Background: an optimization exercise with open tools, aiming at small area, a short achievable clock period and few clock cycles per item. Do not read the settings as production practice.
Only simulation tests tie the RTL to the original design; equivalence was not proved.

run A:
## fp32_mul_pipe
module fp32_mul_pipe #(
  parameter logic [31:0] QNAN = fp32_pkg::QNAN
) (
  input  logic        clk,
  input  logic        rst_n,
  input  logic        in_valid,
  output logic        in_ready,
  input  logic [31:0] A,
  input  logic [31:0] B,
  output logic        out_valid,
  input  logic        out_ready,
  output logic [31:0] result,
  output logic [2:0]  flags
);
Size in the first run: ~2600 cells after synthesis, ~110 I/O pins, roughly 0.020 mm2 of cells after synthesis.
clock: 8.0 ns
lec_check: 0
abc_area: 1
cap_margin: 20
core_margin: 2
core_utilization: 45
setup_slack_margin: 3.5
slew_margin: 20
tns_end_percent: 1
run.sh (not shown) runs the stock make flow with config.mk's settings and CLKGATE_MAP_FILE= SYNTH_SCRIPT=/design/flow/synth_recipe.tcl, a recipe that flattens the netlist after the stock synthesis.
Testbench counts of run A, summed over its fixed seeds: cycles 8,008, items 8,000.
diff inputs: run A => run B
- TNS_END_PERCENT no longer set, was 1
- SETUP_SLACK_MARGIN now 2, was 3.5
### Flow results
- Worst hold margin (run B over run A): decrease, 14 ps
- Critical path startpoint: rq[37] -> run B, B[13] -> run A
- Run B -> run A: number of nets with antenna violations after routing delta 0, exact match
- Wire length of the first global-routing pass in run B is 4.9% lower than in run A
- Cell area after placement ends up lower on run B.
- [diff] detailed-route wire length, run B relative to run A: improvement
- Sort run B and run A by worst setup slack, ascending, and run B comes first.
- In the flow results for run B and run A, the final-stage net count is larger on run A.
Modified inputs, run C compared to run B
==> flow/flow/run.sh (new file) <==
#!/bin/bash
# The standard layout, with the port buffers that global placement inserts made plain
# buffers (sky130_fd_sc_hd__buf_2) instead of the delay cell that buffer_ports picks.
set -euo pipefail
export BUFFER_PORTS_ARGS="-buffer_cell sky130_fd_sc_hd__buf_2"
bash standard.sh finish > standard_flow.log 2>&1
==> flow/standard.sh (new file) <==
#!/bin/bash
# synth_recipe.tcl (not shown) runs the flow's synth.tcl, then flattens the netlist and writes it again
# the make line also repeats each setting of config.mk as NAME=value (left out here)
make -C /OpenROAD-flow-scripts/flow DESIGN_CONFIG=/design/flow/config.mk WORK_HOME=/design/flow/orfs CLKGATE_MAP_FILE= SYNTH_SCRIPT=/design/flow/synth_recipe.tcl "${@:-finish}"
removed: flow/run.sh
==> comparison <==
- For run C and run B, there was not a single run that failed to finish clean.
- Post-cts resize count in run C vs run B: down 10
- Of run C and run B, run B shows the higher utilization, with run C below it.
- Final net count, run C vs run B: down slightly
- Measured against each other, run C and run B differ in post-layout worst setup margin, the higher figure coming from run C.
- Going from run B to run C, critical path depth shrinks by 4.
- Compare run C and run B | met2 layer wire length in the routed design higher: run B
Here is what was changed in the inputs of run D compared with run C.
- a change of SETUP_SLACK_MARGIN from 2 to 2.5
- an added TNS_END_PERCENT of 5
==> flow/run.sh (new file) <==
#!/bin/bash
# synth_recipe.tcl (not shown) runs the flow's synth.tcl, then flattens the netlist and writes it again
# the make line also repeats each setting of config.mk as NAME=value (left out here)
make -C /OpenROAD-flow-scripts/flow DESIGN_CONFIG=/design/flow/config.mk WORK_HOME=/design/flow/orfs CLKGATE_MAP_FILE= SYNTH_SCRIPT=/design/flow/synth_recipe.tcl finish
removed: flow/flow/run.sh
removed: flow/standard.sh
End point of the critical path: rq[34] -> run C, rq[22] -> run D. Side by side, setup slack turned out higher in run D than in run C. For the maximum number of pins on one net before global-route repair, run D came in 11 lower than run C did. NOTE: maximum single-stage delay on the critical path in run D falls short of that of run C. Compared with run C, run D shows a worst slew margin relative to its limit that is 11 points higher. Relative to run C, area added between synthesis and finish has increased by 8.1 points in run D. Compared with run C, run D shows cell area that has gone up by a little under 10%. Run D ended up with fa_1 as its standard cell with the maximum stage delay on the critical path; run C ended up with inv_1.

fp32_mul_pipe, a different RTL version from the one above (not shown whole).
For scale: about 2,400 cells after synthesis, about 89 flip-flops.
clock: 8.0 ns
lec_check: 0
abc_area: 1
cap_margin: 20
core_margin: 2
core_utilization: 45
cts_buf_list: sky130_fd_sc_hd__clkbuf_4 sky130_fd_sc_hd__clkbuf_8
place_density: 0.7
setup_slack_margin: 2.6
slew_margin: 20
synth_hierarchical: 1
synth_minimum_keep_size: 0
tns_end_percent: 5
standard.sh (not shown) runs the stock make flow with config.mk's settings and CLKGATE_MAP_FILE= SYNTH_SCRIPT=/design/flow/synth_recipe.tcl, a recipe that flattens the netlist after the stock synthesis.
==> flow/flow/run.sh <==
#!/bin/bash
# The standard layout, with the port buffers that global placement inserts made plain
# buffers (sky130_fd_sc_hd__buf_2) instead of the delay cell that buffer_ports picks.
set -euo pipefail
export BUFFER_PORTS_ARGS="-buffer_cell sky130_fd_sc_hd__buf_2"
bash standard.sh finish > standard_flow.log 2>&1
Testbench counts at the start, summed over its fixed seeds: cycles 8,008, items 8,000.
==> next run, changes <==
ABC_AREA = 0   (was 1)
CTS_BUF_LIST = default   (was sky130_fd_sc_hd__clkbuf_4 sky130_fd_sc_hd__clkbuf_8)
PLACE_DENSITY = default   (was 0.7)
SETUP_SLACK_MARGIN = 2.5   (was 2.6)
=>
- die area went up by 27%
- synthesized area went up by 27%
- sequential share of layout area went down by 2.8 points
- cell area went up by 29%
- maximum frequency went down by 3.0%
- first-iteration DRC count went up by 54%
- critical path depth does not change
- wire length went up by 52%
==> next run, changes <==
ABC_AREA = 1   (was 0)
CTS_BUF_LIST = sky130_fd_sc_hd__clkbuf_4 sky130_fd_sc_hd__clkbuf_8   (was default)
SETUP_SLACK_MARGIN = 2.6   (was 2.5)
Final area drops by 23%.
Via count drops by 33%.
Setup slack is better by 110 ps.
Count of clock-buffer cells in the layout does not change.
Area after synthesis drops by 21%.
==> next run, changes <==
==> flow/flow/run.sh (replaced) <==
#!/bin/bash
# The standard layout, with two changes: the port buffers that global placement inserts
# are plain buffers (sky130_fd_sc_hd__buf_2) instead of the delay cell buffer_ports picks,
# and after global routing the resizer downsizes gates off the critical paths
# (ORFS's RECOVER_POWER step).
set -euo pipefail
export BUFFER_PORTS_ARGS="-buffer_cell sky130_fd_sc_hd__buf_2"
export RECOVER_POWER=100
bash standard.sh finish > standard_flow.log 2>&1
CTS_BUF_LIST = default   (was sky130_fd_sc_hd__clkbuf_4 sky130_fd_sc_hd__clkbuf_8)
SETUP_SLACK_MARGIN = 2.5   (was 2.6)
The changed run produced a layout that fails on max-capacitance violations, max-slew violations.
Utilization rose by 0.12 points.
Worst setup slack degrades by 930 ps.
Hold slack improves by 38 ps.
Critical path depth fell by 4.
Synthesized cell count stays the same.
Wire length rose by 0.51%.
Sequential cell count stays the same.
Sequential share of layout area hardly moves.
Design area barely changes.
==> next run, changes <==
==> flow/flow/run.sh (replaced) <==
#!/bin/bash
# The standard layout, with the port buffers that global placement inserts made plain
# buffers (sky130_fd_sc_hd__buf_2) instead of the delay cell that buffer_ports picks.
set -euo pipefail
export BUFFER_PORTS_ARGS="-buffer_cell sky130_fd_sc_hd__buf_2"
bash standard.sh finish > standard_flow.log 2>&1
CORE_UTILIZATION = 65   (was 45)
PLACE_DENSITY = 0.75   (was default)
Outcome: The new run went through all stages and came out clean; sequential share of layout area rises by 0.14 points; routed wire length drops by 3.9%; die area came out lower by about 30%; worst setup slack improved by 880 ps.

[separate check: timing with driven ports]
Ports are ideal in the flow. The routed layouts listed here were re-timed in OpenROAD.
Step 1 (the two cells are an assumption about what drives the block):
set clk [get_ports {clk}]
set_driving_cell -lib_cell sky130_fd_sc_hd__clkbuf_16 $clk
set_driving_cell -lib_cell sky130_fd_sc_hd__buf_2 [delete_from_list [all_inputs] $clk]
Step 2 times the ports against the registers' clock, not the clock port: input delays grow and output delays shrink by t, the midpoint of the rising clock arrivals with the driver on.
Slacks: no drivers / after step 1 / after step 2; pairs: no drivers / after step 1.
run | shift t [ns] | setup WS [ns] | worst setup path at the end | latest minus earliest clock arrival (ns) | cell pins on the clock port's net
run A | 0.418 | 2.669 / 2.695 / 2.277 | input to register | 0.024 / 0.024 | 1
run B | 0.419 | 2.093 / 2.045 / 1.764 | input to register | 0.022 / 0.022 | 1
run C | 0.416 | 2.102 / 2.136 / 1.719 | input to register | 0.011 / 0.011 | 1
run D | 0.426 | 2.217 / 2.244 / 1.819 | input to register | 0.014 / 0.015 | 1
the first run of note 2 | 0.442 | 2.648 / 2.656 / 2.214 | input to register | 0.025 / 0.025 | 1
the second run of note 2 | 0.433 | 2.484 / 2.423 / 1.990 | input to register | 0.022 / 0.022 | 1
the third run of note 2 | 0.428 | 2.594 / 2.592 / 2.164 | input to register | 0.017 / 0.017 | 1
the fourth run of note 2 | 0.408 | 1.666 / 1.691 / 1.283 | input to register | 0.016 / 0.015 | 1
the fifth run of note 2 | 0.402 | 2.547 / 2.578 / 2.176 | input to register | 0.016 / 0.016 | 1
The setup slack of the second run of note 2, which loses most, moves by -0.061 ns with the drivers and by -0.494 ns with both steps.
